What follows belongs to an exercise in optimizing a design on an open flow for small area and a short achievable clock period; a production flow would make more cautious choices.
Only simulation tests tie the RTL to the original design; equivalence was not proved.
No activity file was given, so power comes from the tool's default toggle rates.

<file path="design/flow/constraint.sdc">
create_clock -name core_clock -period 10.0 [get_ports {clk}]
set_input_delay 2.0000 -clock core_clock [delete_from_list [all_inputs] [get_ports {clk}]]
set_output_delay 2.0000 -clock core_clock [all_outputs]
set_load 0.01 [all_outputs]
</file>
<file path="design/flow/run.sh">
#!/bin/bash
# synth_recipe.tcl (not shown) runs the flow's synth.tcl, then flattens the netlist and writes it again
# the make line also repeats each setting of config.mk as NAME=value (left out here)
make -C /OpenROAD-flow-scripts/flow DESIGN_CONFIG=/design/flow/config.mk WORK_HOME=/design/flow/orfs CLKGATE_MAP_FILE= SYNTH_SCRIPT=/design/flow/synth_recipe.tcl finish
</file>
<file path="design/flow/design.v">
`default_nettype none
package simd_pkg;
    localparam int NUM_LANES = 4;
    typedef logic [7:0]  byte_t;
    typedef logic [15:0] wide_t;
    typedef logic [31:0] word_t;
    typedef logic [3:0] lane_op_t;
    typedef logic [2:0] red_op_t;
    localparam lane_op_t OP_PASS = 4'd0;
    localparam lane_op_t OP_ADD  = 4'd1;
    localparam lane_op_t OP_SUB  = 4'd2;
    localparam lane_op_t OP_MUL  = 4'd3;
    localparam lane_op_t OP_MOVB = 4'd4;
    localparam lane_op_t OP_MAX  = 4'd5;
    localparam lane_op_t OP_MIN  = 4'd6;
    localparam lane_op_t OP_AND  = 4'd7;
    localparam lane_op_t OP_OR   = 4'd8;
    localparam lane_op_t OP_XOR  = 4'd9;
    localparam lane_op_t OP_NAND = 4'd10;
    localparam lane_op_t OP_NOR  = 4'd11;
    localparam lane_op_t OP_XNOR = 4'd12;
    localparam red_op_t RED_NONE = 3'd0;
    localparam red_op_t RED_SUM  = 3'd1;
    localparam red_op_t RED_MAX  = 3'd2;
    localparam red_op_t RED_MIN  = 3'd3;
    localparam red_op_t RED_XOR  = 3'd4;
    localparam int SMAX = 127;
    localparam int SMIN = -128;
    localparam int UMAX = 255;
    localparam int UMIN = 0;
endpackage
`default_nettype wire
`default_nettype none
module operand_stage (
    input  logic        clk,
    input  logic        rstn,
    input  logic        holdn,
    input  logic [31:0] ra,
    input  logic [31:0] rb,
    input  logic [31:0] bpv,
    input  logic [1:0]  bp,
    input  logic [3:0]  lane_op,
    input  logic [2:0]  red_op,
    input  logic        is_unsigned,
    input  logic        sat,
    input  logic        wen,
    output logic [simd_pkg::NUM_LANES-1:0][7:0] lane_a,
    output logic [simd_pkg::NUM_LANES-1:0][7:0] lane_b,
    output logic [3:0]  s1_lane_op,
    output logic [2:0]  s1_red_op,
    output logic        s1_unsigned,
    output logic        s1_sat,
    output logic        s1_wen
);
    logic [31:0] s1_ra;
    logic [31:0] s1_rb;
    always_ff @(posedge clk) begin
        if (holdn) begin
            s1_ra       <= ra;
            s1_rb       <= rb;
            s1_lane_op  <= lane_op;
            s1_red_op   <= red_op;
            s1_unsigned <= is_unsigned;
            s1_sat      <= sat;
        end
    end
    always_ff @(posedge clk) begin
        if (!rstn)
            s1_wen <= 1'b0;
        else if (holdn)
            s1_wen <= wen;
    end
    assign lane_a = bp[0] ? bpv : s1_ra;
    assign lane_b = bp[1] ? bpv : s1_rb;
endmodule
`default_nettype wire
`default_nettype none
module lane_alu (
    input  logic        clk,
    input  logic        holdn,
    input  logic [7:0]  a,
    input  logic [7:0]  b,
    input  logic [3:0]  lane_op,
    input  logic        is_unsigned,
    output logic [15:0] lane_res
);
    logic        sg;
    logic        ax, bx;
    logic        do_sub;
    logic [9:0]  r;
    logic [15:0] p;
    logic        lt;
    logic [15:0] res_d;
    assign sg = ~is_unsigned;
    assign ax = sg & a[7];
    assign bx = sg & b[7];
    assign do_sub = (lane_op != simd_pkg::OP_ADD);
    assign r = {ax, ax, a} + ({bx, bx, b} ^ {10{do_sub}}) + {9'd0, do_sub};
    assign lt = r[9];
    lane_mul u_mul (
        .a  (a),
        .b  (b),
        .sg (sg),
        .p  (p)
    );
    always_comb begin
        logic [3:0] tt;
        logic       ext;
        logic       sel_ab;
        logic       is_logic;
        is_logic = 1'b0;
        sel_ab   = 1'b0;
        case (lane_op)
            simd_pkg::OP_PASS: begin tt = 4'b1100; sel_ab = 1'b1; end
            simd_pkg::OP_MOVB: begin tt = 4'b1010; sel_ab = 1'b1; end
            simd_pkg::OP_MAX:  begin tt = lt ? 4'b1010 : 4'b1100; sel_ab = 1'b1; end
            simd_pkg::OP_MIN:  begin tt = lt ? 4'b1100 : 4'b1010; sel_ab = 1'b1; end
            simd_pkg::OP_AND:  begin tt = 4'b1000; is_logic = 1'b1; end
            simd_pkg::OP_OR:   begin tt = 4'b1110; is_logic = 1'b1; end
            simd_pkg::OP_XOR:  begin tt = 4'b0110; is_logic = 1'b1; end
            simd_pkg::OP_NAND: begin tt = 4'b0111; is_logic = 1'b1; end
            simd_pkg::OP_NOR:  begin tt = 4'b0001; is_logic = 1'b1; end
            simd_pkg::OP_XNOR: begin tt = 4'b1001; is_logic = 1'b1; end
            default:           tt = 4'b0000;
        endcase
        ext = sel_ab & tt[{ax, bx}];
        if (lane_op == simd_pkg::OP_MUL)
            res_d = p;
        else if (lane_op == simd_pkg::OP_ADD || lane_op == simd_pkg::OP_SUB)
            res_d = {{6{r[9]}}, r};
        else begin
            for (int k = 0; k < 8; k++)
                res_d[k] = tt[{a[k], b[k]}];
            res_d[15:8] = {8{ext}};
        end
    end
    always_ff @(posedge clk) begin
        if (holdn)
            lane_res <= res_d;
    end
endmodule
`default_nettype wire
`default_nettype none
module lane_mul (
    input  logic [7:0]  a,
    input  logic [7:0]  b,
    input  logic        sg,
    output logic [15:0] p
);
    logic t1, t2, t3, t4, t5, t6, t7, t8, t9, t10, t11, t12, t13, t14, t15, t16, t17, t18, t19, t20, t21, t22, t23, t24, t25, t26, t27, t28, t29, t30, t31, t32, t33, t34, t35, t36, t37, t38, t39, t40, t41, t42, t43, t44, t45, t46, t47, t48, t49, t50, t51, t52, t53, t54, t55, t56, t57, t58, t59, t60, t61, t62, t63, t64, t65, t66, t67, t68, t69, t70, t71, t72, t73, t74, t75, t76, t77, t78, t79, t80, t81, t82, t83, t84, t85, t86, t87, t88, t89, t90, t91, t92, t93, t94, t95, t96, t97, t98, t99, t100, t101, t102, t103, t104, t105, t106, t107, t108, t109, t110, t111, t112, t113, t114, t115, t116, t117, t118, t119, t120, t121, t122, t123, t124, t125, t126, t127, t128, t129, t130, t131, t132, t133, t134, t135, t136, t137, t138, t139, t140, t141, t142, t143, t144, t145, t146, t147, t148, t149, t150;
    logic [15:0] ra, rb;
    assign t1 = (a[0] & b[0]);
    assign t2 = (a[1] & b[0]);
    assign t3 = (a[0] & b[1]);
    assign t4 = (a[2] & b[0]);
    assign t5 = (a[1] & b[1]);
    assign t6 = (a[0] & b[2]);
    assign t7 = (a[3] & b[0]);
    assign t8 = (a[2] & b[1]);
    assign t9 = (a[1] & b[2]);
    assign t10 = (a[0] & b[3]);
    assign t11 = (a[4] & b[0]);
    assign t12 = (a[3] & b[1]);
    assign t13 = (a[2] & b[2]);
    assign t14 = (a[1] & b[3]);
    assign t15 = (a[0] & b[4]);
    assign t16 = (a[5] & b[0]);
    assign t17 = (a[4] & b[1]);
    assign t18 = (a[3] & b[2]);
    assign t19 = (a[2] & b[3]);
    assign t20 = (a[1] & b[4]);
    assign t21 = (a[0] & b[5]);
    assign t22 = (a[6] & b[0]);
    assign t23 = (a[5] & b[1]);
    assign t24 = (a[4] & b[2]);
    assign t25 = (a[3] & b[3]);
    assign t26 = (a[2] & b[4]);
    assign t27 = (a[1] & b[5]);
    assign t28 = (a[0] & b[6]);
    assign t29 = (a[7] & b[0] ^ sg);
    assign t30 = (a[6] & b[1]);
    assign t31 = (a[5] & b[2]);
    assign t32 = (a[4] & b[3]);
    assign t33 = (a[3] & b[4]);
    assign t34 = (a[2] & b[5]);
    assign t35 = (a[1] & b[6]);
    assign t36 = (a[0] & b[7] ^ sg);
    assign t37 = (a[7] & b[1] ^ sg);
    assign t38 = (a[6] & b[2]);
    assign t39 = (a[5] & b[3]);
    assign t40 = (a[4] & b[4]);
    assign t41 = (a[3] & b[5]);
    assign t42 = (a[2] & b[6]);
    assign t43 = (a[1] & b[7] ^ sg);
    assign t44 = sg;
    assign t45 = (a[7] & b[2] ^ sg);
    assign t46 = (a[6] & b[3]);
    assign t47 = (a[5] & b[4]);
    assign t48 = (a[4] & b[5]);
    assign t49 = (a[3] & b[6]);
    assign t50 = (a[2] & b[7] ^ sg);
    assign t51 = (a[7] & b[3] ^ sg);
    assign t52 = (a[6] & b[4]);
    assign t53 = (a[5] & b[5]);
    assign t54 = (a[4] & b[6]);
    assign t55 = (a[3] & b[7] ^ sg);
    assign t56 = (a[7] & b[4] ^ sg);
    assign t57 = (a[6] & b[5]);
    assign t58 = (a[5] & b[6]);
    assign t59 = (a[4] & b[7] ^ sg);
    assign t60 = (a[7] & b[5] ^ sg);
    assign t61 = (a[6] & b[6]);
    assign t62 = (a[5] & b[7] ^ sg);
    assign t63 = (a[7] & b[6] ^ sg);
    assign t64 = (a[6] & b[7] ^ sg);
    assign t65 = (a[7] & b[7]);
    assign t66 = sg;
    assign t67 = t22 ^ t23;
    assign t68 = t22 & t23;
    assign t69 = t29 ^ t30 ^ t31;
    assign t70 = (t29 & t30) | (t29 & t31) | (t30 & t31);
    assign t71 = t32 ^ t33;
    assign t72 = t32 & t33;
    assign t73 = t37 ^ t38 ^ t39;
    assign t74 = (t37 & t38) | (t37 & t39) | (t38 & t39);
    assign t75 = t40 ^ t41 ^ t42;
    assign t76 = (t40 & t41) | (t40 & t42) | (t41 & t42);
    assign t77 = t45 ^ t46 ^ t47;
    assign t78 = (t45 & t46) | (t45 & t47) | (t46 & t47);
    assign t79 = t11 ^ t12;
    assign t80 = t11 & t12;
    assign t81 = t16 ^ t17 ^ t18;
    assign t82 = (t16 & t17) | (t16 & t18) | (t17 & t18);
    assign t83 = t19 ^ t20;
    assign t84 = t19 & t20;
    assign t85 = t67 ^ t24 ^ t25;
    assign t86 = (t67 & t24) | (t67 & t25) | (t24 & t25);
    assign t87 = t26 ^ t27 ^ t28;
    assign t88 = (t26 & t27) | (t26 & t28) | (t27 & t28);
    assign t89 = t68 ^ t69 ^ t71;
    assign t90 = (t68 & t69) | (t68 & t71) | (t69 & t71);
    assign t91 = t34 ^ t35 ^ t36;
    assign t92 = (t34 & t35) | (t34 & t36) | (t35 & t36);
    assign t93 = t70 ^ t72 ^ t73;
    assign t94 = (t70 & t72) | (t70 & t73) | (t72 & t73);
    assign t95 = t75 ^ t43 ^ t44;
    assign t96 = (t75 & t43) | (t75 & t44) | (t43 & t44);
    assign t97 = t74 ^ t76 ^ t77;
    assign t98 = (t74 & t76) | (t74 & t77) | (t76 & t77);
    assign t99 = t48 ^ t49 ^ t50;
    assign t100 = (t48 & t49) | (t48 & t50) | (t49 & t50);
    assign t101 = t78 ^ t51 ^ t52;
    assign t102 = (t78 & t51) | (t78 & t52) | (t51 & t52);
    assign t103 = t53 ^ t54 ^ t55;
    assign t104 = (t53 & t54) | (t53 & t55) | (t54 & t55);
    assign t105 = t56 ^ t57 ^ t58;
    assign t106 = (t56 & t57) | (t56 & t58) | (t57 & t58);
    assign t107 = t7 ^ t8;
    assign t108 = t7 & t8;
    assign t109 = t79 ^ t13 ^ t14;
    assign t110 = (t79 & t13) | (t79 & t14) | (t13 & t14);
    assign t111 = t80 ^ t81 ^ t83;
    assign t112 = (t80 & t81) | (t80 & t83) | (t81 & t83);
    assign t113 = t82 ^ t84 ^ t85;
    assign t114 = (t82 & t84) | (t82 & t85) | (t84 & t85);
    assign t115 = t86 ^ t88 ^ t89;
    assign t116 = (t86 & t88) | (t86 & t89) | (t88 & t89);
    assign t117 = t90 ^ t92 ^ t93;
    assign t118 = (t90 & t92) | (t90 & t93) | (t92 & t93);
    assign t119 = t94 ^ t96 ^ t97;
    assign t120 = (t94 & t96) | (t94 & t97) | (t96 & t97);
    assign t121 = t98 ^ t100 ^ t101;
    assign t122 = (t98 & t100) | (t98 & t101) | (t100 & t101);
    assign t123 = t102 ^ t104 ^ t105;
    assign t124 = (t102 & t104) | (t102 & t105) | (t104 & t105);
    assign t125 = t106 ^ t60 ^ t61;
    assign t126 = (t106 & t60) | (t106 & t61) | (t60 & t61);
    assign t127 = t4 ^ t5;
    assign t128 = t4 & t5;
    assign t129 = t107 ^ t9 ^ t10;
    assign t130 = (t107 & t9) | (t107 & t10) | (t9 & t10);
    assign t131 = t108 ^ t109 ^ t15;
    assign t132 = (t108 & t109) | (t108 & t15) | (t109 & t15);
    assign t133 = t110 ^ t111 ^ t21;
    assign t134 = (t110 & t111) | (t110 & t21) | (t111 & t21);
    assign t135 = t112 ^ t113 ^ t87;
    assign t136 = (t112 & t113) | (t112 & t87) | (t113 & t87);
    assign t137 = t114 ^ t115 ^ t91;
    assign t138 = (t114 & t115) | (t114 & t91) | (t115 & t91);
    assign t139 = t116 ^ t117 ^ t95;
    assign t140 = (t116 & t117) | (t116 & t95) | (t117 & t95);
    assign t141 = t118 ^ t119 ^ t99;
    assign t142 = (t118 & t119) | (t118 & t99) | (t119 & t99);
    assign t143 = t120 ^ t121 ^ t103;
    assign t144 = (t120 & t121) | (t120 & t103) | (t121 & t103);
    assign t145 = t122 ^ t123 ^ t59;
    assign t146 = (t122 & t123) | (t122 & t59) | (t123 & t59);
    assign t147 = t124 ^ t125 ^ t62;
    assign t148 = (t124 & t125) | (t124 & t62) | (t125 & t62);
    assign t149 = t126 ^ t63 ^ t64;
    assign t150 = (t126 & t63) | (t126 & t64) | (t63 & t64);
    assign ra = {t66, t150, t148, t146, t144, t142, t140, t138, t136, t134, t132, t130, t128, t127, t2, t1};
    assign rb = {1'b0, t65, t149, t147, t145, t143, t141, t139, t137, t135, t133, t131, t129, t6, t3, 1'b0};
    logic [15:0] g0, p0;
    assign g0 = ra & rb;
    assign p0 = ra ^ rb;
    logic gg1, pp1;
    assign gg1 = g0[1] | (p0[1] & g0[0]);
    assign pp1 = p0[1] & p0[0];
    logic gg2, pp2;
    assign gg2 = g0[3] | (p0[3] & g0[2]);
    assign pp2 = p0[3] & p0[2];
    logic gg3, pp3;
    assign gg3 = g0[5] | (p0[5] & g0[4]);
    assign pp3 = p0[5] & p0[4];
    logic gg4, pp4;
    assign gg4 = g0[7] | (p0[7] & g0[6]);
    assign pp4 = p0[7] & p0[6];
    logic gg5, pp5;
    assign gg5 = g0[9] | (p0[9] & g0[8]);
    assign pp5 = p0[9] & p0[8];
    logic gg6, pp6;
    assign gg6 = g0[11] | (p0[11] & g0[10]);
    assign pp6 = p0[11] & p0[10];
    logic gg7, pp7;
    assign gg7 = g0[13] | (p0[13] & g0[12]);
    assign pp7 = p0[13] & p0[12];
    logic gg8, pp8;
    assign gg8 = g0[15] | (p0[15] & g0[14]);
    assign pp8 = p0[15] & p0[14];
    logic gg9, pp9;
    assign gg9 = gg2 | (pp2 & gg1);
    assign pp9 = pp2 & pp1;
    logic gg10, pp10;
    assign gg10 = gg4 | (pp4 & gg3);
    assign pp10 = pp4 & pp3;
    logic gg11, pp11;
    assign gg11 = gg6 | (pp6 & gg5);
    assign pp11 = pp6 & pp5;
    logic gg12, pp12;
    assign gg12 = gg8 | (pp8 & gg7);
    assign pp12 = pp8 & pp7;
    logic gg13, pp13;
    assign gg13 = gg10 | (pp10 & gg9);
    assign pp13 = pp10 & pp9;
    logic gg14, pp14;
    assign gg14 = gg12 | (pp12 & gg11);
    assign pp14 = pp12 & pp11;
    logic gg15, pp15;
    assign gg15 = gg14 | (pp14 & gg13);
    assign pp15 = pp14 & pp13;
    logic gg16, pp16;
    assign gg16 = gg11 | (pp11 & gg13);
    assign pp16 = pp11 & pp13;
    logic gg17, pp17;
    assign gg17 = gg3 | (pp3 & gg9);
    assign pp17 = pp3 & pp9;
    logic gg18, pp18;
    assign gg18 = gg5 | (pp5 & gg13);
    assign pp18 = pp5 & pp13;
    logic gg19, pp19;
    assign gg19 = gg7 | (pp7 & gg16);
    assign pp19 = pp7 & pp16;
    logic gg20, pp20;
    assign gg20 = g0[2] | (p0[2] & gg1);
    assign pp20 = p0[2] & pp1;
    logic gg21, pp21;
    assign gg21 = g0[4] | (p0[4] & gg9);
    assign pp21 = p0[4] & pp9;
    logic gg22, pp22;
    assign gg22 = g0[6] | (p0[6] & gg17);
    assign pp22 = p0[6] & pp17;
    logic gg23, pp23;
    assign gg23 = g0[8] | (p0[8] & gg13);
    assign pp23 = p0[8] & pp13;
    logic gg24, pp24;
    assign gg24 = g0[10] | (p0[10] & gg18);
    assign pp24 = p0[10] & pp18;
    logic gg25, pp25;
    assign gg25 = g0[12] | (p0[12] & gg16);
    assign pp25 = p0[12] & pp16;
    logic gg26, pp26;
    assign gg26 = g0[14] | (p0[14] & gg19);
    assign pp26 = p0[14] & pp19;
    assign p[0] = p0[0];
    assign p[1] = p0[1] ^ g0[0];
    assign p[2] = p0[2] ^ gg1;
    assign p[3] = p0[3] ^ gg20;
    assign p[4] = p0[4] ^ gg9;
    assign p[5] = p0[5] ^ gg21;
    assign p[6] = p0[6] ^ gg17;
    assign p[7] = p0[7] ^ gg22;
    assign p[8] = p0[8] ^ gg13;
    assign p[9] = p0[9] ^ gg23;
    assign p[10] = p0[10] ^ gg18;
    assign p[11] = p0[11] ^ gg24;
    assign p[12] = p0[12] ^ gg16;
    assign p[13] = p0[13] ^ gg25;
    assign p[14] = p0[14] ^ gg19;
    assign p[15] = p0[15] ^ gg26;
endmodule
`default_nettype wire
`default_nettype none
module reduction_stage (
    input  logic        clk,
    input  logic        rstn,
    input  logic        holdn,
    input  logic [simd_pkg::NUM_LANES-1:0][15:0] lane_res,
    input  logic [2:0]  red_op,
    input  logic        is_unsigned,
    input  logic        sat,
    input  logic [3:0]  lane_op,
    input  logic        wen,
    output logic [31:0] result,
    output logic        result_valid
);
    logic [2:0] s2_red_op;
    logic       s2_unsigned;
    logic       s2_sat;
    logic       s2_clip_en;
    logic       s2_clip_sub;
    logic       s2_wen;
    logic [15:0]        lv [simd_pkg::NUM_LANES];
    logic [16:0]        lane_x [simd_pkg::NUM_LANES];
    logic [18:0]        sum_x;
    logic [7:0]         sum_c8;
    logic               sum_hi, sum_lo;
    logic               is_min;
    logic [16:0]        m01, m23, mx;
    logic [7:0]         xor_b;
    logic [31:0]        pack_w;
    logic [31:0]        res_d;
    always_ff @(posedge clk) begin
        if (holdn) begin
            s2_red_op   <= red_op;
            s2_unsigned <= is_unsigned;
            s2_sat      <= sat;
            s2_clip_en  <= sat & ((lane_op == simd_pkg::OP_ADD) |
                                  (lane_op == simd_pkg::OP_SUB) |
                                  (lane_op == simd_pkg::OP_MUL));
            s2_clip_sub <= (lane_op == simd_pkg::OP_SUB);
        end
    end
    always_ff @(posedge clk) begin
        if (!rstn)
            s2_wen <= 1'b0;
        else if (holdn)
            s2_wen <= wen;
    end
    function automatic logic lt17(input logic [16:0] x, input logic [16:0] y);
        logic l;
        l = 1'b0;
        for (int k = 0; k < 17; k++)
            if (k == 16)
                l = (x[k] & ~y[k]) | (~(x[k] ^ y[k]) & l);
            else
                l = (~x[k] & y[k]) | (~(x[k] ^ y[k]) & l);
        lt17 = l;
    endfunction
    always_comb begin
        for (int i = 0; i < simd_pkg::NUM_LANES; i++) begin
            logic       ovf;
            logic [7:0] c8;
            if (s2_unsigned) begin
                ovf = s2_clip_sub ? lane_res[i][15] : |lane_res[i][15:8];
                c8  = s2_clip_sub ? 8'h00 : 8'hff;
            end else begin
                ovf = ~((&lane_res[i][15:7]) | ~(|lane_res[i][15:7]));
                c8  = lane_res[i][15] ? 8'h80 : 8'h7f;
            end
            lv[i] = (s2_clip_en & ovf) ? {{8{~s2_unsigned & c8[7]}}, c8} : lane_res[i];
        end
        for (int i = 0; i < simd_pkg::NUM_LANES; i++) begin
            lane_x[i] = {~s2_unsigned & lv[i][15], lv[i]};
            pack_w[8*i +: 8] = lv[i][7:0];
        end
        xor_b = lv[0][7:0] ^ lv[1][7:0] ^ lv[2][7:0] ^ lv[3][7:0];
        sum_x = 19'($signed(lane_x[0])) + 19'($signed(lane_x[1])) +
                19'($signed(lane_x[2])) + 19'($signed(lane_x[3]));
        if (s2_unsigned) begin
            sum_hi = |sum_x[17:8];
            sum_lo = 1'b0;
        end else begin
            sum_hi = ~sum_x[18] & (|sum_x[17:7]);
            sum_lo = sum_x[18] & ~(&sum_x[17:7]);
        end
        sum_c8 = sum_hi ? {s2_unsigned, 7'h7f} : {~s2_unsigned, 7'h00};
        is_min = (s2_red_op == simd_pkg::RED_MIN);
        m01 = (lt17(lane_x[0], lane_x[1]) ^ is_min) ? lane_x[1] : lane_x[0];
        m23 = (lt17(lane_x[2], lane_x[3]) ^ is_min) ? lane_x[3] : lane_x[2];
        mx  = (lt17(m01, m23) ^ is_min) ? m23 : m01;
        case (s2_red_op)
            simd_pkg::RED_SUM: res_d = (s2_sat && (sum_hi || sum_lo)) ?
                                       {{24{~s2_unsigned & sum_c8[7]}}, sum_c8} :
                                       {{13{sum_x[18]}}, sum_x};
            simd_pkg::RED_MAX,
            simd_pkg::RED_MIN: res_d = {{15{mx[16]}}, mx};
            simd_pkg::RED_XOR: res_d = {24'd0, xor_b};
            default:           res_d = pack_w;
        endcase
    end
    always_ff @(posedge clk) begin
        if (holdn)
            result <= res_d;
    end
    always_ff @(posedge clk) begin
        if (!rstn)
            result_valid <= 1'b0;
        else if (holdn)
            result_valid <= s2_wen;
    end
endmodule
`default_nettype wire
`default_nettype none
module simd_unit (
    input  logic       clk,
    input  logic       rstn,
    input  logic       holdn,
    input  logic [31:0] ra,
    input  logic [31:0] rb,
    input  logic [3:0]  lane_op,
    input  logic [2:0]  red_op,
    input  logic       is_unsigned,
    input  logic       sat,
    input  logic       wen,
    input  logic [31:0] bpv,
    input  logic [1:0] bp,
    output logic [31:0] result,
    output logic       result_valid
);
    logic [simd_pkg::NUM_LANES-1:0][7:0]  lane_a;
    logic [simd_pkg::NUM_LANES-1:0][7:0]  lane_b;
    logic [simd_pkg::NUM_LANES-1:0][15:0] lane_res;
    logic [3:0] s1_lane_op;
    logic [2:0] s1_red_op;
    logic     s1_unsigned;
    logic     s1_sat;
    logic     s1_wen;
    operand_stage u_operand_stage (
        .clk         (clk),
        .rstn        (rstn),
        .holdn       (holdn),
        .ra          (ra),
        .rb          (rb),
        .bpv         (bpv),
        .bp          (bp),
        .lane_op     (lane_op),
        .red_op      (red_op),
        .is_unsigned (is_unsigned),
        .sat         (sat),
        .wen         (wen),
        .lane_a      (lane_a),
        .lane_b      (lane_b),
        .s1_lane_op  (s1_lane_op),
        .s1_red_op   (s1_red_op),
        .s1_unsigned (s1_unsigned),
        .s1_sat      (s1_sat),
        .s1_wen      (s1_wen)
    );
    for (genvar i = 0; i < simd_pkg::NUM_LANES; i++) begin : g_lane
        lane_alu u_lane_alu (
            .clk         (clk),
            .holdn       (holdn),
            .a           (lane_a[i]),
            .b           (lane_b[i]),
            .lane_op     (s1_lane_op),
            .is_unsigned (s1_unsigned),
            .lane_res    (lane_res[i])
        );
    end
    reduction_stage u_reduction_stage (
        .clk          (clk),
        .rstn         (rstn),
        .holdn        (holdn),
        .lane_res     (lane_res),
        .red_op       (s1_red_op),
        .is_unsigned  (s1_unsigned),
        .sat          (s1_sat),
        .lane_op      (s1_lane_op),
        .wen          (s1_wen),
        .result       (result),
        .result_valid (result_valid)
    );
endmodule
`default_nettype wire
</file>
<file path="design/flow/config.mk">
export PLATFORM = sky130hd
export DESIGN_NAME = simd_unit
export DESIGN_NICKNAME = simd_unit
export VERILOG_FILES = /design/flow/design.v
export SDC_FILE = /design/flow/constraint.sdc
export NUM_CORES = 4
export LEC_CHECK = 0
export ABC_AREA = 1
export CAP_MARGIN = 20
export CORE_MARGIN = 2
export CORE_UTILIZATION = 60
export SETUP_SLACK_MARGIN = 3
export SLEW_MARGIN = 20
export TNS_END_PERCENT = 100
</file>
==> results of run 1 <==
-- cell families after synthesis --
| group | share of synthesized area |
|---|---|
| xor+xnor | 0.0434 |
| simple gates | 0.175 |
| flops | 0.241 |
| buf+inv | 0.113 |
| fa+ha+maj | 0.287 |
| compound gates | 0.140 |
-- state kept, by name (all words and copies together), names as in the netlist --
signal / count
u_operand_stage.s1_ra: 32
u_operand_stage.s1_sat: 1
u_reduction_stage.s2_clip_en: 1
u_reduction_stage.s2_unsigned: 1
u_reduction_stage.s2_red_op: 3
u_operand_stage.s1_unsigned: 1
u_reduction_stage.result: 32
u_operand_stage.s1_red_op: 3
u_reduction_stage.result_valid: 1
u_operand_stage.s1_lane_op: 4
u_operand_stage.s1_rb: 32
u_reduction_stage.s2_sat: 1
g_lane.u_lane_alu.lane_res: 64
u_operand_stage.s1_wen: 1
u_reduction_stage.s2_wen: 1
u_reduction_stage.s2_clip_sub: 1
-- stage by stage --
step	area (µm²)	power, W
final	26400	0.00656
after global routing	26400	0.00717
after CTS	25800	0.00629
after detailed placement	24300	0.00536
after global placement	24300	0.00522
after floorplan	22400	0.00419
-- critical path, delay by kind of cell, from the launching register on --
kind / cells / cell delay (ns)
fa+ha+maj: 2 / 0.57
simple gates: 72 / 5.15
compound gates: 2 / 0.25
flops: 1 / 0.43
buf+inv: 5 / 0.82
-- power by group through the flow --
| stage | clock (W) | sequential (W) | combinational, W |
|---|---|---|---|
| 2_1_floorplan | 0 | 0.00104 | 0.00316 |
| 3_5_place_dp | 0 | 0.00104 | 0.00432 |
| 4_1_cts | 0.000707 | 0.00103 | 0.00455 |
| 5_1_grt | 0.000735 | 0.00104 | 0.00539 |
| 3_3_place_gp | 0 | 0.00104 | 0.00418 |
| 6_report | 0.000705 | 0.00103 | 0.00482 |
-- area by class of cell --
class,instances,share of cell area
Tap cell,468,0.0222
Timing Repair inverter,1,0.000190
Clock inverter,13,0.00569
Clock buffer,19,0.0164
Sequential cell,179,0.203
Multi-Input combinational cell,2026,0.575
Timing Repair Buffer,264,0.0923
Inverter,591,0.0852
-- layout by cell type, fill, tap and decap left out, drive strengths merged, types with 6 or more instances in the layout --
cell type / n
inv: 589
nand2: 528
o21ai: 358
nor2: 269
fa: 207
ha: 179
edfxtp: 176
a21oi: 164
clkdlybuf4s50: 140
buf: 123
nand3: 100
xor2: 64
xnor2: 46
clkbuf: 20
nand4: 17
nor3: 17
o2111ai: 14
o21bai: 11
clkinvlp: 7
clkinv: 7
nand3b: 6
a31oi: 6
-- repair_timing --
action,4_1_cts,5_1_grt
pin swaps,19,37
endpoints found under the hold margin,0,0
buffers inserted,43,33
cloned,3,1
resized for setup,145,79
endpoints found under the setup margin,51,52
-- per-layer routing --
| layer | part of all wire | wire length [µm] |
|---|---|---|
| met1 | 0.38 | 27100 |
| met2 | 0.46 | 32700 |
| met3 | 0.092 | 6460 |
| met4 | 0.060 | 4260 |
| met5 | 0 | 0 |
-- how the worst max path moves through the flow --
stage                                        startpoint                           endpoint  slack [ns]  depth (start not counted)
final                     u_reduction_stage.s2_unsigned       u_reduction_stage.result[17]        2.50                         81
after global routing      u_reduction_stage.s2_unsigned       u_reduction_stage.result[17]        1.96                         86
after detailed placement  u_reduction_stage.s2_unsigned       u_reduction_stage.result[18]        1.31                         85
after global placement    u_reduction_stage.s2_unsigned       u_reduction_stage.result[20]        1.47                         85
after floorplan                                   bp[1]  g_lane[3].u_lane_alu.lane_res[14]        3.00                         22
after CTS                 u_reduction_stage.s2_unsigned       u_reduction_stage.result[17]        2.87                         88
==> metrics.md, run 1 <==
| Metric | Value |
|---|---|
| Die W | `roughly 200 µm` |
| Initial DRC Count | `roughly 2.2k` |
| N_diodes | `0` |
| Total net switching power | `~0.0033 W` |
| Vias in the first global route | `around 20k` |
| # setup viols final | `0` |
| CTS tree | `yes` |
| Commonest cells post-synth | `inv_1 (568), nand2_1 (520), o21ai_0 (303), nor2_1 (268), fa_1 (207)` |
| # IOs | `between 100 and 150` |
| RSZ-0062 raised after global routing | `true` |
| Die area | `about 39000 µm²` |
| R2r setup slk | `2.50 ns` |
| Slew Limit Headroom | `0.227` |
| Clock latency (worst-skew pair) | `roughly 0.48 ns` |
| Nets | `roughly 3.6k` |
| P&R area growth vs syn | `18.7%` |
| Top_reg_cell synth | `edfxtp_1` |
| Aggregate global routing overflow | `0` |
| Core region area | `36500 µm²` |
| Combinational Power Share | `0.735` |
| Async S/R FF share, synth | `0` |
| Met2 Use GR | `0.607` |
| Largest net degree at the start of global routing | `74` |
| Met1 Use GR | `0.464` |
| Pre-antenna DRT Iters | `9` |
| Reg2reg path depth | `81` |
| Yosys reg bits | `~180` |
| Setup Total Neg Slack | `0 ns` |
| Non-filler cells, final | `3561` |
| Startpoint Class | `register` |
| Min-delay src | `u_operand_stage.s1_red_op[2]` |
| Wire per inst | `19.8 µm` |
| Synth Warn # | `5` |
| Final min period | `about 7.5 ns` |
| Reg power frac | `0.158` |
| Top-count cell post-synth | `inv_1` |
| Max H-tree Level | `4` |
| Clock buffer depth | `2` |
| Global-route wire length before repair | `between 100000 and 150000 µm` |
| Multi-input logic area | `15200 µm²` |
| Synth top area share | `0.238` |
| Sw Ratio | `0.496` |
| Share of layout cells above drive strength 1 | `0.112` |
| Crit path setup slack, layout | `approximately 2.5 ns` |
| Synthesized area | `between 20000 and 25000 µm²` |
| Slowest Stage Delay on Critical Path | `0.43 ns` |
| Placed cell count | `between 3k and 4k` |
| Critical path type | `reg -> reg` |
| GPL Wtd Cong | `roughly 1.1` |
| CTS Sinks | `approximately 180` |
| FP Rows | `70` |
| Hold-fix buffers, CTS | `0` |
| Drt total wl | `70500 µm` |
| Max IR drop VDD | `~0.18 mV` |
| Status | `no timing/DRC/antenna violations` |
| IO buf count | `between 100 and 150` |
| Met3 Track Usage GR | `0.0727` |
| Initial Util | `0.608` |
| Worst path most repeated cell | `nand2_1` |
| Die Height | `just under 200 µm` |
| Worst hold path type | `reg -> reg` |
| Max_cap viols | `0` |
| CP max FO | `8` |
| Cell internal pwr | `0.00330 W` |
| Hold Fails Final Rpt | `0` |
| DRC violation count after routing | `0` |
| WP data arrival | `approximately 7.7 ns` |
| Inserted Clock Buffers | `17` |
| Total GRT Usage | `0.370` |
| Part of the cycle the worst path needs | `0.750` |
| Hold Path Sink | `u_reduction_stage.s2_red_op[2]` |
| Synth area leader | `edfxtp_1` |
| Hold_ws | `around 0.43 ns` |
| DR vias/cell | `5.87` |
| Worst clock skew | `about 0.018 ns` |
| Net Count, Synth | `3369` |
| R2r endpoint | `u_reduction_stage.result[17]` |
| FMAX | `around 130 MHz` |
| CP Capture Type | `register` |
| Avg Cell Area, Syn | `between 7 and 8 µm²` |
| Final core utilization | `0.722` |
| Crit path max-delay cell type | `edfxtp_1` |
| Clock slew at reported path FFs | `~0.07 ns` |
| Cell variety after synth | `46` |
| Post-synth EDFFs | `~180` |
| Synthesized instance count | `roughly 2.9k` |
| Synth area leaders | `edfxtp_1 (24%), fa_1 (19%), ha_1 (10%), inv_1 (9.6%), nand2_1 (8.8%)` |
| Worst flop-to-flop path startpoint | `u_reduction_stage.s2_unsigned` |
| Pins Over Slew Limit | `0` |
| Dpl hpwl | `about 53000 µm` |
| Pre-CTS WS | `1.31 ns` |
| Sequential Area | `5350 µm²` |
| Leak pwr | `~13 nW` |
| Clock tree root buffer cell | `clkbuf_16` |
| Gr busiest metal | `met2` |
| Min-Delay Path Depth | `0` |
| Worst slew pin tran | `between 1 and 1.5 ns` |
| Pwr dens | `249 nW/µm²` |
| Initial antenna violation count | `1` |
| Clock power share | `0.108` |
| Via Count | `~21k` |
| Fillers | `2840` |
| Routed Antenna Nets | `0` |
| CP Data Required Time | `10.21 ns` |
| Sequential area share after synthesis | `0.241` |
==> inputs of run 2 (changes only) <==
==> design/flow/flow/run.sh (new file) <==
#!/bin/bash
# The standard layout, with plain buffers on the ports: buffer_ports
# otherwise picks a large delay-cell buffer for every input and output.
set -euo pipefail
export BUFFER_PORTS_ARGS="-buffer_cell sky130_fd_sc_hd__buf_1"
bash standard.sh > standard.log 2>&1
==> design/flow/standard.sh (new file) <==
#!/bin/bash
# synth_recipe.tcl (not shown) runs the flow's synth.tcl, then flattens the netlist and writes it again
# the make line also repeats each setting of config.mk as NAME=value (left out here)
make -C /OpenROAD-flow-scripts/flow DESIGN_CONFIG=/design/flow/config.mk WORK_HOME=/design/flow/orfs CLKGATE_MAP_FILE= SYNTH_SCRIPT=/design/flow/synth_recipe.tcl "${@:-finish}"
--- a/design/flow/config.mk
+++ b/design/flow/config.mk
@@ -8,7 +8,7 @@
 export ABC_AREA = 1
 export CAP_MARGIN = 20
 export CORE_MARGIN = 2
-export CORE_UTILIZATION = 60
+export CORE_UTILIZATION = 40
 export SETUP_SLACK_MARGIN = 3
 export SLEW_MARGIN = 20
 export TNS_END_PERCENT = 100
removed: design/flow/run.sh
==> run 2 against run 1 <==
  * Critical path depth is 5 higher
  * Cell area is 2.5% lower
  * Clock power is 2% higher
  * Largest cell class unchanged
==> metrics.md, run 2 <==
| Metric | Value |
|---|---|
| Status | `no timing/DRC/antenna violations` |
| Crit path max-delay cell type | `edfxtp_1` |
| Die Height | `240 µm (+22%)` |
| Synth area leader | `edfxtp_1` |
| N_diodes | `0 (unchanged)` |
| Clock latency (worst-skew pair) | `0.51 ns (+0.03 ns)` |
| RSZ-0062 raised after global routing | `true` |
| Max H-tree Level | `4 (unchanged)` |
| Worst setup startpoint | `u_reduction_stage.s2_unsigned` |
| Largest net degree at the start of global routing | `82 (+11%)` |
| Part of the cycle the worst path needs | `0.724 (-0.0263)` |
| Global-route wire length before repair | `109000 µm (-0.49%)` |
| Slowest Stage Delay on Critical Path | `0.43 ns (about the same)` |
| # setup viols final | `0 (unchanged)` |
| Drt total wl | `70200 µm (-0.40%)` |
| Hold Fails Final Rpt | `0 (unchanged)` |
| Dpl hpwl | `53800 µm (+1.5%)` |
| Initial DRC Count | `1710 (-21%)` |
| Initial antenna violation count | `0 (-1)` |
| GPL Wtd Cong | `0.973 (-7.6%)` |
| Metal3 WL | `4590 µm (-29%)` |
| Synthesized area | `22200 µm² (unchanged)` |
| Worst slew pin tran | `1.15 ns (-0.00648 ns)` |
| Fillers | `5459 (+92%)` |
| Worst clock skew | `0.0172 ns (-0.00122 ns)` |
| Via Count | `20.2k (-3.2%)` |
| Post-route cell area | `25700 µm² (-2.5%)` |
| IO buf count | `143 (unchanged)` |
| Commonest cells post-synth | `inv_1 (568), nand2_1 (520), o21ai_0 (303), nor2_1 (268), fa_1 (207)` |
| CP Capture Type | `register` |
| Max FFs per register | `64 (unchanged)` |
| Slew Limit Headroom | `0.233 (+0.00634)` |
| CTS tree | `yes` |
| Max_cap viols | `0 (unchanged)` |
| CTS Sinks | `179 (unchanged)` |
| Leak pwr | `12.3 nW (-3.3%)` |
| DRT met1 WL | `30800 µm (+13%)` |
| Wire per inst | `18.4 µm (-7.3%)` |
| Net Count, Synth | `3369 (unchanged)` |
| Die W | `240 µm (+22%)` |
| Synthesized instance count | `2872 (unchanged)` |
| DR vias/cell | `5.28 (-10%)` |
| Post-synth EDFFs | `176 (unchanged)` |
| Share of layout cells above drive strength 1 | `0.107 (-0.00537)` |
| P&R area growth vs syn | `15.7%` |
| Routed Antenna Nets | `0 (unchanged)` |
| Final min period | `7.24 ns (-0.263 ns)` |
| Top-count cell post-synth | `inv_1` |
| Critical path type | `reg -> reg` |
| Worst path most repeated cell | `nand2_1` |
| Commonest non-fill, non-tap cell in the layout | `inv_1` |
| WP data arrival | `7.47 ns (-0.24 ns)` |
| Pre-antenna DRT Iters | `5 (-4)` |
| Initial Util | `0.404 (-0.204)` |
| CP Data Required Time | `10.23 ns (+0.02 ns)` |
| Top_reg_cell synth | `edfxtp_1` |
| Synth Warn # | `5 (unchanged)` |
| Max IR drop VDD | `0.160 mV (-9.3%)` |
| Final core utilization | `0.467 (-0.255)` |
| Inserted Clock Buffers | `17 (unchanged)` |
| Setup Total Neg Slack | `0 ns (unchanged)` |
| Worst hold path type | `reg -> reg` |
| CP max FO | `9 (+1)` |
| FP Rows | `86 (+23%)` |
| Async S/R FF share, synth | `0 (unchanged)` |
| # IOs | `144 (unchanged)` |
| Placed standard-cell area | `23800 µm² (-2.1%)` |
| Yosys reg bits | `179 (unchanged)` |
| Die area | `57500 µm² (+49%)` |
| Vias in the first global route | `19.8k (-4.0%)` |
| Aggregate global routing overflow | `0 (unchanged)` |
| Biggest register | `g_lane.u_lane_alu.lane_res` |
| Pins Over Slew Limit | `0 (unchanged)` |
| Core region area | `55000 µm² (+51%)` |
| Pwr dens | `253 nW/µm² (+1.6%)` |
| Clock slew at reported path FFs | `0.07 ns (about the same)` |
| FMAX | `138 MHz (+3.6%)` |
| Sequential area share after synthesis | `0.241 (unchanged)` |
| Avg Cell Area, Syn | `7.74 µm² (unchanged)` |
| Hold-fix buffers, CTS | `0 (unchanged)` |
| Max layer used | `met4` |
| Clock buffer depth | `2 (unchanged)` |
| Multi-input logic area | `15100 µm² (-0.57%)` |
| Routed wl met2 | `32900 µm (+0.73%)` |
| Worst flop-to-flop path startpoint | `u_reduction_stage.s2_unsigned` |
| Startpoint Class | `register` |
| Clock tree root buffer cell | `clkbuf_16` |
| Min-delay src | `u_operand_stage.s1_red_op[0]` |
| Cell variety after synth | `46 (unchanged)` |
| Sequential Area | `5350 µm² (unchanged)` |
| Total GRT Usage | `0.248 (-0.122)` |
| DRC violation count after routing | `0 (unchanged)` |
| Nets | `3564 (-0.36%)` |
| Synth area leaders | `edfxtp_1 (24%), fa_1 (19%), ha_1 (10%), inv_1 (9.6%), nand2_1 (8.8%)` |
| Commonest cells after routing, fill and taps aside | `inv_1 (554), nand2_1 (487), o21ai_0 (274), nor2_1 (255), fa_1 (206)` |
| Synth top area share | `0.238 (unchanged)` |
## run 2: cell counts after synthesis
Identical to the previous run, type by type.
## run 2: critical path: cells and delay by family, from the launching register on
kind,cells,cell delay [ns]
and+or+nand+nor,71,4.20
buffers and inverters,10,1.29
adders and majority gates,2,0.55
AOI/OAI and AO/OA,3,0.45
DFF,1,0.43
## run 2: cell type report
| cell class | count | share of cell area |
|---|---|---|
| clock buffers | 18 | 0.0167 |
| clock inverters | 14 | 0.00643 |
| inverters | 591 | 0.0872 |
| multi-input cells | 2026 | 0.587 |
| flip-flops and latches | 179 | 0.208 |
| well taps | 748 | 0.0364 |
| repair buffers | 250 | 0.0581 |
| repair inverters | 2 | 0.000438 |
## run 2: repair_timing
action | CTS | global route
pin swaps | 22 | 37
buffers inserted | 33 | 27
endpoints found under the setup margin | 58 | 51
resized for setup | 100 | 103
gates cloned | 5 | 1
## run 2: stage by stage
step	hold WS, ns	instances	total power [W]	setup slack [ns]
3_5_place_dp	0.408	3730	0.00547	1.26
5_1_grt	0.427	3828	0.00713	2.13
2_1_floorplan	0.400	2872	0.00419	3.00
6_report	0.422	3828	0.00650	2.76
3_3_place_gp	0.415	3730	0.00536	1.36
4_1_cts	0.426	3800	0.00636	2.77
## run 2: logic make-up (layout without fill, tap and decap cells)
logic type | Yosys count | after routing | share of synthesized area
buffers and inverters | 669 | 875 | 0.113
AOI/OAI and AO/OA | 585 | 585 | 0.140
adders and majority gates | 386 | 386 | 0.287
DFF | 179 | 179 | 0.241
xor gates and xnor gates | 110 | 110 | 0.0434
and+or+nand+nor | 943 | 945 | 0.175
## run 2: routing by layer
| layer | vias up | GRT usage |
|---|---|---|
| met2 | 811 | 0.408 |
| li1 | 9581 | - |
| met5 | - | 0 |
| met1 | 9714 | 0.334 |
| met4 | 0 | 0.0803 |
| met3 | 120 | 0.0386 |
## run 2: where the power goes
part	switching, W	internal [W]	total (W)
Combinational	0.00289	0.00185	0.00474
Sequential	0.0000579	0.000975	0.00103
Clock	0.000345	0.000376	0.000721
Total	0.00330	0.00320	0.00650
## run 2: worst paths after layout
kind / end / slack (ns) / cells past startpoint
hold reg to reg: u_reduction_stage.s2_red_op[0] / 0.42 / 0
setup / recovery: u_reduction_stage.result[11] / 2.76 / 86
hold / removal: u_reduction_stage.s2_red_op[0] / 0.42 / 0
setup reg to reg: u_reduction_stage.result[11] / 2.76 / 86
==> inputs of run 3 (changes only) <==
==> design/flow/flow/run.sh (replaced) <==
#!/bin/bash
# The standard layout with two changes:
#  - plain buffers on the ports (buffer_ports otherwise picks a large
#    delay-cell buffer for every input and output);
#  - after the standard synthesis, polarity.py re-chooses the polarity of
#    the full-adder cells so that fewer inverters sit between them.
# Each step's full output goes to its own log file here.
set -euo pipefail
export BUFFER_PORTS_ARGS="-buffer_cell sky130_fd_sc_hd__buf_1"
R=orfs/results/sky130hd/simd_unit/base
bash standard.sh synth > synth.log 2>&1
cp $R/1_2_yosys.v $R/1_2_yosys.std.v
python3 flow/polarity.py $R/1_2_yosys.std.v $R/1_2_yosys.v > polarity.log 2>&1
rm -f $R/1_synth.odb $R/1_synth.sdc
bash standard.sh > layout.log 2>&1
==> design/flow/flow/polarity.py (new file) <==
#!/usr/bin/env python3
"""Re-choose the polarity of full-adder cells in a mapped sky130 netlist.

A full adder is self-dual: FA(~a, ~b, ~c) = (~sum, ~cout).  Yosys's
extract_fa leaves many inverters between adder cells; this pass removes
every plain inverter that does not drive a port, picks for each full adder
whether it computes its function on true or inverted signals (greedy, to
need the fewest inverters), and puts back one inverter per signal that some
load still needs inverted.  Registers and all other cells are untouched.

usage: polarity.py IN.v OUT.v
"""
import re
import sys

OUT_PINS = {"X", "Y", "Q", "Q_N", "SUM", "COUT", "HI", "LO", "GCLK"}

src = open(sys.argv[1]).read()
m = re.search(r"^module\s+(\w+)\s*\((.*?)\);", src, re.M | re.S)
head_end = m.end()
endm = src.rindex("endmodule")
body = src[head_end:endm]

cell_re = re.compile(r"^  (sky130_fd_sc_hd__\w+)\s+(\S+)\s*\((.*?)\);\n", re.M | re.S)
pin_re = re.compile(r"\.(\w+)\(([^()]*)\)")

cells = []
for cm in cell_re.finditer(body):
    pins = {p: n.strip() for p, n in pin_re.findall(cm.group(3))}
    cells.append({"type": cm.group(1), "name": cm.group(2), "pins": pins, "span": cm.span()})

decl_lines = [l for l in body.split("\n") if re.match(r"^  (input|output|wire)\b", l)]
outputs = set()
for l in decl_lines:
    mm = re.match(r"^  output\s+(\[(\d+):(\d+)\]\s+)?(\S+);", l)
    if mm:
        if mm.group(1):
            hi, lo = int(mm.group(2)), int(mm.group(3))
            for i in range(min(hi, lo), max(hi, lo) + 1):
                outputs.add(f"{mm.group(4)}[{i}]")
        else:
            outputs.add(mm.group(4))

def is_inv(c):
    return re.match(r"sky130_fd_sc_hd__inv_\d+$", c["type"]) is not None

def is_fa(c):
    return re.match(r"sky130_fd_sc_hd__fa_\d+$", c["type"]) is not None

driver = {}
for i, c in enumerate(cells):
    for p, n in c["pins"].items():
        if p in OUT_PINS:
            driver[n] = (i, p)

removable = set()
for i, c in enumerate(cells):
    if is_inv(c) and c["pins"]["Y"] not in outputs:
        removable.add(i)

def root(n):
    q = 0
    seen = 0
    while n in driver and driver[n][0] in removable:
        n = cells[driver[n][0]]["pins"]["A"]
        q ^= 1
        seen += 1
        if seen > 100:
            raise SystemExit("inverter loop")
    return n, q

# loads: (cell index, pin, root net, parity)
loads = []
for i, c in enumerate(cells):
    if i in removable:
        continue
    for p, n in c["pins"].items():
        if p in OUT_PINS:
            continue
        r, q = root(n)
        loads.append((i, p, r, q))
# a removed inverter's output that is an output port cannot happen (kept)
flippable = set()
for i, c in enumerate(cells):
    if is_fa(c) and c["pins"]["SUM"] not in outputs and c["pins"]["COUT"] not in outputs:
        flippable.add(i)

flip = {i: 0 for i in flippable}
by_root = {}
for k, (i, p, r, q) in enumerate(loads):
    by_root.setdefault(r, []).append(k)

def phys(r):
    d = driver.get(r)
    if d and d[0] in flip:
        return flip[d[0]]
    return 0

def root_cost(r):
    ph = phys(r)
    for k in by_root.get(r, ()):
        i, p, _, q = loads[k]
        if (q ^ flip.get(i, 0)) != ph:
            return 1
    return 0

def affected(i):
    rs = set()
    c = cells[i]
    for p, n in c["pins"].items():
        if p in OUT_PINS:
            rs.add(n)
        else:
            rs.add(root(n)[0])
    return rs

aff = {i: affected(i) for i in flippable}
before = sum(root_cost(r) for r in by_root)
improved = True
passes = 0
while improved and passes < 50:
    improved = False
    passes += 1
    for i in sorted(flippable):
        rs = aff[i]
        c0 = sum(root_cost(r) for r in rs)
        flip[i] ^= 1
        c1 = sum(root_cost(r) for r in rs)
        if c1 < c0:
            improved = True
        else:
            flip[i] ^= 1
after = sum(root_cost(r) for r in by_root)

# rebuild
conn = {}          # (cell, pin) -> net
new_inv = {}       # root -> inverted net
for (i, p, r, q) in loads:
    want = q ^ flip.get(i, 0)
    if want == phys(r):
        conn[(i, p)] = r
    else:
        if r not in new_inv:
            new_inv[r] = f"_pinv{len(new_inv)}_"
        conn[(i, p)] = new_inv[r]

def fmt(n):
    return n + " " if n.startswith("\\") else n


used = set()
out_cells = []
for i, c in enumerate(cells):
    if i in removable:
        continue
    pins = []
    for p, n in c["pins"].items():
        net = n if p in OUT_PINS else conn[(i, p)]
        used.add(net)
        pins.append(f"    .{p}({fmt(net)})")
    out_cells.append(f"  {c['type']} {c['name']} (\n" + ",\n".join(pins) + "\n  );\n")
for k, (r, n) in enumerate(new_inv.items()):
    fan = sum(1 for v in conn.values() if v == n)
    t = "sky130_fd_sc_hd__inv_2" if fan > 6 else "sky130_fd_sc_hd__inv_1"
    out_cells.append(f"  {t} _polinv{k}_ (\n    .A({fmt(r)}),\n    .Y({n})\n  );\n")
    used.add(r)
    used.add(n)

removed_nets = set(cells[i]["pins"]["Y"] for i in removable) - used
decl_out = []
for l in decl_lines:
    mm = re.match(r"^  wire\s+(\\\S+\s|[^\s\[;]+);", l)
    if mm and mm.group(1).strip() in {x.strip() for x in removed_nets} and not l.startswith("  wire ["):
        continue
    decl_out.append(l)
for n in new_inv.values():
    decl_out.append(f"  wire {n};")

out = src[:head_end] + "\n" + "\n".join(decl_out) + "\n" + "".join(out_cells) + src[endm:]
open(sys.argv[2], "w").write(out)
sys.stderr.write(f"polarity: {len(removable)} inverters removed, {len(new_inv)} added; "
                 f"cost {before} -> {after}; {sum(flip.values())} of {len(flippable)} adders flipped\n")
==> run 3 against run 2 <==
  * Worst hold slack improved by 0.0054 ns
  * Combinational power fell by 3%
  * Sequential share of layout area is 0.65 points higher
  * Sequential power barely moved
  * Sequential cell count unchanged
==> metrics.md, run 3 <==
| Metric | Value |
|---|---|
| Status | `no timing/DRC/antenna violations` |
| Startpoint Class | `register` |
| CP Capture Type | `register` |
| Pre-CTS WS | `1.26 ns (+0.00274 ns)` |
| Aggregate global routing overflow | `0 (unchanged)` |
| Initial antenna violation count | `1 (+1)` |
| P&R area growth vs syn | `14.5%` |
| FP Rows | `85 (-1.2%)` |
| Setup Total Neg Slack | `0 ns (unchanged)` |
| CP Data Required Time | `10.25 ns (+0.02 ns)` |
| Clock latency (worst-skew pair) | `0.51 ns (about the same)` |
| WP data arrival | `7.44 ns (-0.03 ns)` |
| Max IR drop VDD | `0.162 mV (+1.5%)` |
| Total GRT Usage | `0.238 (-0.00943)` |
| Net Count, Synth | `3248 (-3.6%)` |
| Worst slew pin tran | `1.20 ns (+0.0552 ns)` |
| Final min period | `7.19 ns (-0.0460 ns)` |
| Final core utilization | `0.463 (-0.00438)` |
| Hold Fails Final Rpt | `0 (unchanged)` |
| Die W | `237 µm (-1.0%)` |
| Commonest non-fill, non-tap cell in the layout | `nand2_1` |
| Global-route wire length before repair | `105000 µm (-3.9%)` |
| Min-delay src | `u_operand_stage.s1_red_op[1]` |
| CP max FO | `11 (+2)` |
| Synthesized area | `21800 µm² (-2.1%)` |
| RSZ-0062 raised after global routing | `true` |
| Clock tree root buffer cell | `clkbuf_16` |
| Initial Util | `0.404 (about the same)` |
| Fillers | `5274 (-3.4%)` |
| Commonest cells after routing, fill and taps aside | `nand2_1 (485), inv_1 (443), o21ai_0 (276), nor2_1 (254), fa_1 (207)` |
| DRC violation count after routing | `0 (unchanged)` |
| # IOs | `144 (unchanged)` |
| Leak pwr | `11.7 nW (-5.6%)` |
| Part of the cycle the worst path needs | `0.719 (-0.00460)` |
| Max_cap viols | `0 (unchanged)` |
| Crit path max-delay cell type | `edfxtp_1` |
| Vias in the first global route | `19.2k (-2.7%)` |
| Largest net degree at the start of global routing | `70 (-15%)` |
| Biggest register | `g_lane.u_lane_alu.lane_res` |
| Nets | `3418 (-4.1%)` |
| # setup viols final | `0 (unchanged)` |
| CTS tree | `yes` |
| Dpl hpwl | `51900 µm (-3.6%)` |
| Crit path setup slack, layout | `2.81 ns (+0.0460 ns)` |
| DR vias/cell | `5.38 (+1.9%)` |
| Synthesized instance count | `2751 (-4.2%)` |
| Via Count | `19.5k (-3.4%)` |
| Worst hold path type | `reg -> reg` |
| Clock slew at reported path FFs | `0.08 ns (about the same)` |
| Worst path most repeated cell | `nand2_1` |
| Wire per inst | `18.3 µm (about the same)` |
| Share of layout cells above drive strength 1 | `0.0975 (-0.00934)` |
| Max H-tree Level | `4 (unchanged)` |
| GPL Wtd Cong | `0.966 (-0.64%)` |
| Hold-fix buffers, CTS | `0 (unchanged)` |
| Synth Warn # | `5 (unchanged)` |
| Placed cell count | `3556 (-4.7%)` |
| Worst flop-to-flop path startpoint | `u_reduction_stage.s2_unsigned` |
| Worst clock skew | `0.0225 ns (+0.00535 ns)` |
| FMAX | `139 MHz (+0.64%)` |
| Die area | `56300 µm² (-2.0%)` |
| Slew Limit Headroom | `0.194 (-0.0389)` |
| Slowest Stage Delay on Critical Path | `0.43 ns (about the same)` |
| Core region area | `53800 µm² (-2.1%)` |
| Inserted Clock Buffers | `17 (unchanged)` |
| Pwr dens | `256 nW/µm² (+1.2%)` |
| Drt total wl | `66600 µm (-5.2%)` |
| Clock buffer depth | `2 (unchanged)` |
| Die Height | `237 µm (-1.0%)` |
| Avg Cell Area, Syn | `7.91 µm² (+2.3%)` |
| N_diodes | `0 (unchanged)` |
| Pre-antenna DRT Iters | `6 (+1)` |
| IO buf count | `143 (unchanged)` |
| Initial DRC Count | `1822 (+6.5%)` |
| Pins Over Slew Limit | `0 (unchanged)` |
| CTS Sinks | `179 (unchanged)` |
| Non-filler cells, final | `3630 (-5.2%)` |
| Max FFs per register | `64 (unchanged)` |
| Worst setup startpoint | `u_reduction_stage.s2_unsigned` |
| Routed Antenna Nets | `0 (unchanged)` |
| Critical path type | `reg -> reg` |
-- run 3: area by class of cell --
type | count | area, µm² | share of cell area
tap | 696 | 871 | 0.0349
timing repair inverter | 1 | 5.00 | 0.000201
clock buffer | 18 | 429 | 0.0172
timing repair buffer | 227 | 1260 | 0.0505
multi-input combinational | 2025 | 15000 | 0.604
clock inverter | 14 | 175 | 0.00703
sequential | 179 | 5350 | 0.215
inverter | 470 | 1790 | 0.0720
-- run 3: final timing paths --
check	to	slack, ns	depth (start not counted)
hold reg to reg	u_reduction_stage.s2_red_op[1]	0.43	0
hold / removal	u_reduction_stage.s2_red_op[1]	0.43	0
setup reg to reg	u_reduction_stage.result[20]	2.81	75
setup / recovery	u_reduction_stage.result[20]	2.81	75
-- run 3: metal layers --
| layer | track usage | part of all wire |
|---|---|---|
| met1 | 0.323 | 0.44 |
| met3 | 0.0374 | 0.071 |
| met2 | 0.389 | 0.46 |
| met4 | 0.0806 | 0.030 |
| met5 | 0 | 0 |
-- run 3: timing repair --
action	4_1_cts	5_1_grt
endpoints found under the hold margin	0	0
pin swaps	26	15
cloned	2	0
buffers inserted	32	8
setup endpoints to repair	53	49
resized for setup	145	62
-- run 3: metrics by stage --
step	hold slack (ns)	instance area, µm²	power (W)
floorplan	0.400	21800	0.00415
global placement	0.411	23300	0.00528
detailed placement	0.411	23300	0.00538
CTS	0.429	24600	0.00630
global route	0.436	24900	0.00698
finish	0.427	24900	0.00637
-- run 3: critical path: cells and delay by family (launching register included) --
family	cells	cell delay, ns
DFF	1	0.43
adders and majority gates	2	0.58
and+or+nand+nor	62	3.84
buffers and inverters	8	1.14
AOI/OAI and AO/OA	3	0.94
-- run 3: report_power, final --
| part | switching (W) | internal (W) | total (W) |
|---|---|---|---|
| sequential | 0.0000551 | 0.000975 | 0.00103 |
| combinational | 0.00281 | 0.00182 | 0.00462 |
| clock | 0.000324 | 0.000395 | 0.000719 |
==> inputs of run 4 (changes only) <==
--- a/design/flow/design.v
+++ b/design/flow/design.v
@@ -447,15 +447,9 @@
         else if (holdn)
             s2_wen <= wen;
     end
-    function automatic logic lt17(input logic [16:0] x, input logic [16:0] y);
-        logic l;
-        l = 1'b0;
-        for (int k = 0; k < 17; k++)
-            if (k == 16)
-                l = (x[k] & ~y[k]) | (~(x[k] ^ y[k]) & l);
-            else
-                l = (~x[k] & y[k]) | (~(x[k] ^ y[k]) & l);
-        lt17 = l;
+    function automatic logic lt17(input logic [16:0] x, input logic [16:0] y,
+                                  input logic uns);
+        lt17 = {x[15] ^ ~uns, x[14:0]} < {y[15] ^ ~uns, y[14:0]};
     endfunction
     always_comb begin
         for (int i = 0; i < simd_pkg::NUM_LANES; i++) begin
@@ -475,8 +469,17 @@
             pack_w[8*i +: 8] = lv[i][7:0];
         end
         xor_b = lv[0][7:0] ^ lv[1][7:0] ^ lv[2][7:0] ^ lv[3][7:0];
-        sum_x = 19'($signed(lane_x[0])) + 19'($signed(lane_x[1])) +
-                19'($signed(lane_x[2])) + 19'($signed(lane_x[3]));
+        begin
+            logic [18:0] o [simd_pkg::NUM_LANES];
+            logic [18:0] s1, c1, s2, c2;
+            for (int i = 0; i < simd_pkg::NUM_LANES; i++)
+                o[i] = {2'b00, ~lane_x[i][16], lane_x[i][15:0]};
+            s1 = o[0] ^ o[1] ^ o[2];
+            c1 = ((o[0] & o[1]) | (o[0] & o[2]) | (o[1] & o[2])) << 1;
+            s2 = s1 ^ c1 ^ o[3];
+            c2 = ((s1 & c1) | (s1 & o[3]) | (c1 & o[3])) << 1;
+            sum_x = (s2 + c2) ^ 19'h40000;
+        end
         if (s2_unsigned) begin
             sum_hi = |sum_x[17:8];
             sum_lo = 1'b0;
@@ -486,9 +489,9 @@
         end
         sum_c8 = sum_hi ? {s2_unsigned, 7'h7f} : {~s2_unsigned, 7'h00};
         is_min = (s2_red_op == simd_pkg::RED_MIN);
-        m01 = (lt17(lane_x[0], lane_x[1]) ^ is_min) ? lane_x[1] : lane_x[0];
-        m23 = (lt17(lane_x[2], lane_x[3]) ^ is_min) ? lane_x[3] : lane_x[2];
-        mx  = (lt17(m01, m23) ^ is_min) ? m23 : m01;
+        m01 = (lt17(lane_x[0], lane_x[1], s2_unsigned) ^ is_min) ? lane_x[1] : lane_x[0];
+        m23 = (lt17(lane_x[2], lane_x[3], s2_unsigned) ^ is_min) ? lane_x[3] : lane_x[2];
+        mx  = (lt17(m01, m23, s2_unsigned) ^ is_min) ? m23 : m01;
         case (s2_red_op)
             simd_pkg::RED_SUM: res_d = (s2_sat && (sum_hi || sum_lo)) ?
                                        {{24{~s2_unsigned & sum_c8[7]}}, sum_c8} :
==> run 4 against run 3 <==
  * Clock power shrank 1%
  * Still clean
  * Synthesized area up 1.0%
  * Cell area shrank 1.5%
  * Clock-buffer cell count is 1 lower
  * First-iteration DRC count is 11% lower
  * Synthesized cell count is 0.91% higher
  * Critical endpoint is now g_lane[2].u_lane_alu.lane_res[14]
  * Largest power group unchanged
  * Sequential share of layout area is 0.33 points higher
  * Non-clock buffer count fell by 28
  * Clock skew decreased by 0.0058 ns
==> metrics.md, run 4 <==
| Metric | Value |
|---|---|
| GPL Wtd Cong | `0.979 (+1.3%)` |
| Vias in the first global route | `19.4k (+0.95%)` |
| Via Count | `19.5k (-0.11%)` |
| Avg Cell Area, Syn | `7.92 µm² (+0.11%)` |
| DR vias/cell | `5.38 (about the same)` |
| Leak pwr | `11.5 nW (-1.4%)` |
| Largest net degree at the start of global routing | `163 (+130%)` |
| Initial Util | `0.406 (+0.00171)` |
| Crit path cell chain | `buf_8 > buf_16 > nand2_1 > o21ai_4 > inv_1 > nand2_1 > xor2_1 > fa_1 > inv_1 > fa_1 > fa_1 > fa_1 > ha_1 > inv_1 > o21bai_2 > nand3_1 > nand2_1 > a21oi_1 > o21bai_2 > a21o_1 > a21oi_1 > fa_2 > o211ai_1` |
| Drt total wl | `67600 µm (+1.6%)` |
| Max IR drop VDD | `0.172 mV (+6.4%)` |
| Routed Antenna Nets | `0 (unchanged)` |
| Non-filler cells, final | `3629 (-0.028%)` |
| Worst hold path type | `reg -> reg` |
| Max layer used | `met4` |
| Critical path type | `in -> reg` |
| Synthesized area | `22000 µm² (+1.0%)` |
| Commonest non-fill, non-tap cell in the layout | `nand2_1` |
| Max H-tree Level | `4 (unchanged)` |
| Final min period | `6.76 ns (-0.428 ns)` |
| CP Data Required Time | `10.23 ns (-0.02 ns)` |
| Pins Over Slew Limit | `0 (unchanged)` |
| Global-route wire length before repair | `106000 µm (+0.88%)` |
| Dpl hpwl | `53700 µm (+3.5%)` |
| Aggregate global routing overflow | `0 (unchanged)` |
| Pre-antenna DRT Iters | `6 (unchanged)` |
| Startpoint Class | `input port` |
| Net Count, Synth | `3279 (+0.95%)` |
| Commonest cells after routing, fill and taps aside | `nand2_1 (522), inv_1 (420), nor2_1 (275), o21ai_0 (259), fa_1 (200)` |
| FP Rows | `85 (unchanged)` |
| Slowest Stage Delay on Critical Path | `0.56 ns (+0.13 ns)` |
| Worst slew pin tran | `1.11 ns (-0.0937 ns)` |
| Crit path max-delay cell type | `fa_2` |
| Hold Fails Final Rpt | `0 (unchanged)` |
| Die Height | `238 µm (+0.50%)` |
| Max FFs per register | `64 (unchanged)` |
| WP data arrival | `7.00 ns (-0.44 ns)` |
| Multi-input logic area | `15000 µm² (-0.31%)` |
| Metal3 WL | `4740 µm (+0.34%)` |
| # setup viols final | `0 (unchanged)` |
| Max_cap viols | `0 (unchanged)` |
| Part of the cycle the worst path needs | `0.676 (-0.0428)` |
| N_diodes | `0 (unchanged)` |
| Wire per inst | `18.6 µm (+1.6%)` |
| Total GRT Usage | `0.240 (+0.00112)` |
| CTS tree | `yes` |
| Setup Total Neg Slack | `0 ns (unchanged)` |
| CTS Sinks | `179 (unchanged)` |
| # IOs | `144 (unchanged)` |
| Slew Limit Headroom | `0.260 (+0.0654)` |
| Inserted Clock Buffers | `17 (unchanged)` |
| Clock slew at reported path FFs | `0.08 ns (about the same)` |
| Worst path most repeated cell | `fa_1` |
| Clock latency (worst-skew pair) | `0.51 ns (about the same)` |
| Sequential Area | `5350 µm² (unchanged)` |
| IO buf count | `143 (unchanged)` |
| Biggest register | `g_lane.u_lane_alu.lane_res` |
| Die W | `238 µm (+0.50%)` |
| Placed cell count | `3587 (+0.87%)` |
| Pwr dens | `257 nW/µm² (+0.58%)` |
| Core region area | `54100 µm² (+0.59%)` |
| DRC violation count after routing | `0 (unchanged)` |
| Fillers | `5340 (+1.3%)` |
| Nets | `3423 (+0.15%)` |
| Clock tree root buffer cell | `clkbuf_16` |
| Synthesized instance count | `2776 (+0.91%)` |
| Worst clock skew | `0.0168 ns (-0.00575 ns)` |
| Initial antenna violation count | `0 (-1)` |
| Share of layout cells above drive strength 1 | `0.0702 (-0.0272)` |
| FMAX | `148 MHz (+6.3%)` |
| Synth Warn # | `6 (+1)` |
| CP Capture Type | `register` |
| Status | `no timing/DRC/antenna violations` |
| Post-route cell area | `24500 µm² (-1.5%)` |
| RSZ-0062 raised after global routing | `true` |
| Placed standard-cell area | `23600 µm² (+1.3%)` |
| DRT met1 WL | `29800 µm (+2.5%)` |
| CP max FO | `23 (+12)` |
| P&R area growth vs syn | `11.6%` |
| Die area | `56900 µm² (+1.0%)` |
| Routed wl met2 | `30900 µm (+0.52%)` |
| Initial DRC Count | `1628 (-11%)` |
| Clock buffer depth | `2 (unchanged)` |
## run 4: stage by stage
stage                     power (W)  setup WS, ns  hold WS, ns   util
after global routing        0.00697          2.96        0.447  0.453
final                       0.00631          3.24        0.434  0.453
after CTS                   0.00625          3.00        0.437  0.448
after detailed placement    0.00551          1.82        0.406  0.435
after floorplan             0.00430          3.01        0.400      -
after global placement      0.00541          1.95        0.419  0.435
## run 4: path summary, 6_finish.rpt
kind	startpoint	to	slack, ns	cells past startpoint
hold reg to reg	u_operand_stage.s1_red_op[0]	u_reduction_stage.s2_red_op[0]	0.43	0
hold / removal	u_operand_stage.s1_red_op[0]	u_reduction_stage.s2_red_op[0]	0.43	0
setup reg to reg	u_reduction_stage.s2_unsigned	u_reduction_stage.result[26]	3.43	33
setup / recovery	bp[0]	g_lane[2].u_lane_alu.lane_res[14]	3.24	23
## run 4: layout make-up
cell class | instances | area share
clock buffer | 17 | 0.0173
clock inverter | 15 | 0.00790
inverter | 440 | 0.0678
multi-input combinational | 2082 | 0.611
sequential | 179 | 0.218
tap | 696 | 0.0355
timing repair buffer | 199 | 0.0425
timing repair inverter | 1 | 0.000306
## run 4: timing repair
| action | in CTS | in global routing |
|---|---|---|
| cloned | 0 | 4 |
| hold buffers | 0 | 0 |
| setup buffers | 0 | 6 |
| endpoints found under the hold margin | 0 | 0 |
| resized for setup | 23 | 72 |
| setup endpoints to repair | 54 | 46 |
| pin swaps | 0 | 3 |
## run 4: report_power, final
part	switching, W	internal [W]	leakage [nW]
Sequential	0.0000582	0.000972	1.78
Combinational	0.00278	0.00179	9.40
Clock	0.000369	0.000344	0.301
## run 4: critical path: cells and delay by family
family | cells | cell delay, ns
buffers and inverters | 5 | 0.71
XOR/XNOR | 1 | 0.23
adder cells (fa/ha/maj) | 6 | 2.69
AND/OR/NAND/NOR | 4 | 0.43
AO/OA/AOI/OAI | 7 | 0.92
## run 4: metal layers
layer,up-vias,track usage
li1,9378,-
met1,9267,0.327
met2,766,0.388
met3,111,0.0351
met4,0,0.0848
met5,-,0

## static timing again, ports no longer ideal
The results above use ideal ports. As a check the final layouts listed here were re-extracted and re-timed, cells and wires unchanged. Step 1: set_driving_cell puts a clkbuf_16 on clk and a buf_2 on each other input, an assumption about the parent block. Step 2, shift: input delay + t, output delay - t, t = (earliest + latest rising clock arrival at the registers) / 2. This alone moves slack from input paths to output paths. a / b / c = ideal ports / drivers / drivers and shift; a / b = the first two.
| run | t, ns | setup WS [ns] | clock arrival spread, ns | worst register clock-pin slew, ns |
|---|---|---|---|---|
| run 1 | 0.526 | 2.501 / 2.501 / 2.501 | 0.019 / 0.020 | 0.08 / 0.08 |
| run 2 | 0.559 | 2.764 / 2.764 / 2.697 | 0.018 / 0.018 | 0.08 / 0.08 |
| run 3 | 0.554 | 2.810 / 2.810 / 2.699 | 0.023 / 0.023 | 0.08 / 0.08 |
| run 4 | 0.560 | 3.237 / 3.244 / 2.684 | 0.021 / 0.021 | 0.08 / 0.08 |
After both steps every run listed still meets setup and hold. For run 4, which loses most, drivers alone change the setup slack by +0.007 ns; drivers and shift together by -0.553 ns.
